Context: an optimization exercise on an open-source flow, tuned for small area, a short achievable clock period and few clock cycles. The choices shown serve that exercise and are no tape-out recipe. At most, simulation tests tie the RTL to the original design; equivalence was not proved.

Setup of 01-20:
==> module aes_inv_key_sched, before the edit <==
module aes_inv_key_sched (
    input  logic         clk,
    input  logic         rst_n,
    input  logic         clear,
    input  logic [127:0] key_in,
    input  logic         key_valid,
    output logic         key_ready,
    output logic [127:0] rk_out,
    output logic [3:0]   rk_round,
    output logic         rk_valid,
    input  logic         rk_ready,
    output logic         rk_last,
    output logic         busy
);
    logic [127:0] key_reg;
    logic [3:0]   ctr;
    logic         busy_q, ready_q, emit_q, last_q;
    logic         run_q;    
    logic         dir_q;    
    logic [31:0]  w0, w1, w2, w3;
    logic [31:0]  sbox_in, rot, sub, t;
    logic [7:0]   rcon;     
    logic [31:0]  n0, n1, n2, n3, t_f;
    logic         e, f;
    assign w0 = key_reg[127:96];
    assign w1 = key_reg[95:64];
    assign w2 = key_reg[63:32];
    assign w3 = key_reg[31:0];
    assign sbox_in = w3 ^ ({32{dir_q}} & w2);
    assign rot     = {sbox_in[23:0], sbox_in[31:24]};
    for (genvar b = 0; b < 4; b++) begin : g_sbox
        aes_sbox u_sbox (
            .a (rot[8*b +: 8]),
            .y (sub[8*b +: 8])
        );
    end
    assign t = sub ^ {rcon, 24'h000000};
    assign e   = !dir_q || rk_ready;
    assign f   = !dir_q;    
    assign t_f = {32{f}} & t;
    assign n0 = w0 ^ ({32{e}} & t);
    assign n1 = w1 ^ ({32{e}} & w0) ^ t_f;
    assign n2 = w2 ^ ({32{e}} & w1) ^ ({32{f}} & n0);
    assign n3 = w3 ^ ({32{e}} & w2) ^ ({32{f}} & n1);
    always_ff @(posedge clk) key_reg <= run_q ? {n0, n1, n2, n3} : key_in;
    logic rcon_last;
    assign rcon_last = rcon[5] && rcon[2];    
    always_ff @(posedge clk) begin
        if (!run_q)                       rcon <= 8'h01;
        else if (!dir_q) begin
            if (!rcon_last)               rcon <= {rcon[6:0], 1'b0} ^ (rcon[7] ? 8'h1b : 8'h00);
        end else if (rk_ready)            rcon <= rcon[0] ? ({1'b1, rcon[7:1]} ^ 8'h0d) : {1'b0, rcon[7:1]};
    end
    always_ff @(posedge clk) begin
        if (!run_q)                       ctr <= 4'd10;
        else if (dir_q && rk_ready)       ctr <= ctr - 4'd1;
    end
    logic accept, fwd_done, rk_hs, done;
    assign accept   = !busy_q && key_valid;    
    assign fwd_done = run_q && !dir_q && rcon_last;
    assign rk_hs    = emit_q && rk_ready;
    assign done     = rk_hs && (ctr == 4'd0);
    always_ff @(posedge clk) begin
        if (clear || !run_q) dir_q <= 1'b0;
        else if (fwd_done)    dir_q <= 1'b1;
    end
    always_ff @(posedge clk or negedge rst_n) begin
        if (!rst_n)              run_q <= 1'b0;
        else if (clear)          run_q <= 1'b0;
        else if (!run_q)         run_q <= key_valid;
        else if (done)           run_q <= 1'b0;
    end
    always_ff @(posedge clk or negedge rst_n) begin
        if (!rst_n) begin
            busy_q  <= 1'b0;
            ready_q <= 1'b1;
            emit_q  <= 1'b0;
            last_q  <= 1'b0;
        end else if (clear) begin
            busy_q  <= 1'b0;
            ready_q <= 1'b1;
            emit_q  <= 1'b0;
            last_q  <= 1'b0;
        end else begin
            if (accept) begin
                busy_q  <= 1'b1;
                ready_q <= 1'b0;
            end else if (done) begin
                busy_q  <= 1'b0;
                ready_q <= 1'b1;
            end
            if (fwd_done)  emit_q <= 1'b1;
            else if (done) emit_q <= 1'b0;
            if (rk_hs) last_q <= (ctr == 4'd1);
        end
    end
    assign key_ready = ready_q;
    assign busy      = busy_q;
    assign rk_valid  = emit_q;
    assign rk_last   = last_q;
    assign rk_out    = key_reg;
    assign rk_round  = ctr;
endmodule
clock: 25.0 ns
lec_check: 0
cap_margin: 20
core_margin: 2
core_utilization: 40
cts_buf_list: sky130_fd_sc_hd__clkbuf_8
slew_margin: 20
standard.sh (not shown) runs the stock make flow with config.mk's settings and CLKGATE_MAP_FILE= SYNTH_SCRIPT=/design/flow/synth_recipe.tcl, a recipe that flattens the netlist after the stock synthesis.
==> flow/flow/run.sh <==
#!/bin/bash
# The standard layout (standard.sh), with these changes:
#  - synthesis maps logic with an area-oriented ABC script (flow/area.abc)
#    instead of ORFS's speed script; everything else in synthesis is as in
#    synth_recipe.tcl (same register mapping, flattening and renaming);
#  - the port buffers are buf_1 cells (repair_timing upsizes those on critical paths);
#  - before the placement-stage repair_design, a fanout limit of 16 is set
#    (flow/pre_resize.tcl) so that high-fanout nets get buffer trees;
#  - repair_timing works to a setup margin of MARGIN ns (the SDC and its
#    clock period are unchanged).
set -euo pipefail
D=$(pwd)
MARGIN=$(cat flow/margin.txt)
{ cat flow/my_abc.tcl; cat synth_recipe.tcl; } > my_synth.tcl
sed 's#/synth_recipe.tcl#/my_synth.tcl#' standard.sh > my_standard.sh
export MY_ABC_SCRIPT=$D/flow/area.abc
export BUFFER_PORTS_ARGS="-buffer_cell sky130_fd_sc_hd__buf_1"
export SETUP_SLACK_MARGIN=$MARGIN
export PRE_RESIZE_TCL=$D/flow/pre_resize.tcl
bash my_standard.sh > standard.log 2>&1
==> flow/flow/area.abc <==
strash
&get -n
&st
&dch -f
&nf -a -R 1000
&put
==> flow/flow/margin.txt <==
18.5
==> flow/flow/my_abc.tcl <==
proc abc {args} {
  set i [lsearch -exact $args -script]
  if {$i >= 0 && [info exists ::env(MY_ABC_SCRIPT)]} { lset args [expr {$i+1}] $::env(MY_ABC_SCRIPT) }
  set j [lsearch -exact $args -D]
  if {$j >= 0 && [info exists ::env(MY_ABC_NO_D)]} { set args [lreplace $args $j [expr {$j+1}]] }
  yosys abc {*}$args
}
==> flow/flow/pre_resize.tcl <==
set_max_fanout 16 [current_design]
Per the final summary, 01-20 finished and its layout is clean on timing, DRC and antenna.
Testbench counts of 01-20, summed over its fixed seeds: cycles 7,040.
Input changes introduced in 07-19 (baseline for comparison: 01-20):
diff --git a/flow/design.v b/flow/design.v
--- a/flow/design.v
+++ b/flow/design.v
@@ -178,8 +178,14 @@
     assign f   = !dir_q;    
     assign t_f = {32{f}} & t;
+    logic [31:0] x0, x1, d1, d2, d3;
+    assign x0 = w0 ^ t;
+    assign x1 = w1 ^ x0;
+    assign d1 = w0 ^ t_f;
+    assign d2 = w1 ^ ({32{f}} & x0);
+    assign d3 = w2 ^ ({32{f}} & x1);
     assign n0 = w0 ^ ({32{e}} & t);
-    assign n1 = w1 ^ ({32{e}} & w0) ^ t_f;
-    assign n2 = w2 ^ ({32{e}} & w1) ^ ({32{f}} & n0);
-    assign n3 = w3 ^ ({32{e}} & w2) ^ ({32{f}} & n1);
+    assign n1 = w1 ^ ({32{e}} & d1);
+    assign n2 = w2 ^ ({32{e}} & d2);
+    assign n3 = w3 ^ ({32{e}} & d3);
     always_ff @(posedge clk) key_reg <= run_q ? {n0, n1, n2, n3} : key_in;
     logic rcon_last;
--- outcome ---
07-19 vs 01-20 — cell count of the worst reg-to-reg path climbed by more than 10%
Delta(initial antenna violation count, 07-19 - 01-20) > 0
The multiplexer share of the synthesized area of 01-20 and that of 07-19 are within noise of each other.
Latest clock arrival within the worst-skew pair: 01-20 vs 07-19 — no meaningful difference
First-pass GRT wire length: 07-19 vs 01-20 down 2.0%
| met3 track demand over resource in global routing | 01-20 vs 07-19 | ≈ equal |
Relative to 01-20, 07-19 improves area after synthesis.
Compared with 01-20, the detailed router inserted more vias in 07-19.
The RTL of 07-19 was laid out without a check of its function.

## afterwards: timing with drivers on the ports
How much do the figures lean on ideal ports? The routed layouts below were timed once more, with nothing changed but the port constraints. Step 1, drivers: a clkbuf_16 drives clk and a buf_2 each remaining input, both assumed. Step 2 moves the port delays by t, midway between the first and last clock arrival at a register: inputs arrive t later, outputs are due t later. That takes back most of the time a late clock gives input paths. a / b / c = no drivers / after step 1 / after step 2; a / b = the first two.
| run | t, ns | setup slack, ns | worst hold slack (ns) | worst slew at a driven data input, ns | cell pins on the clock port's net |
|---|---|---|---|---|---|
| 01-20 | 0.508 | 18.606 / 18.624 / 18.116 | 0.460 / 0.460 / 0.460 | 0.09 | 1 |
| 07-19 | 0.502 | 18.643 / 18.664 / 18.161 | 0.461 / 0.461 / 0.461 | 0.07 | 1 |
After both steps every run listed still meets setup and hold. For 01-20, which loses most, drivers alone change the setup slack by +0.018 ns; drivers and shift together by -0.490 ns.
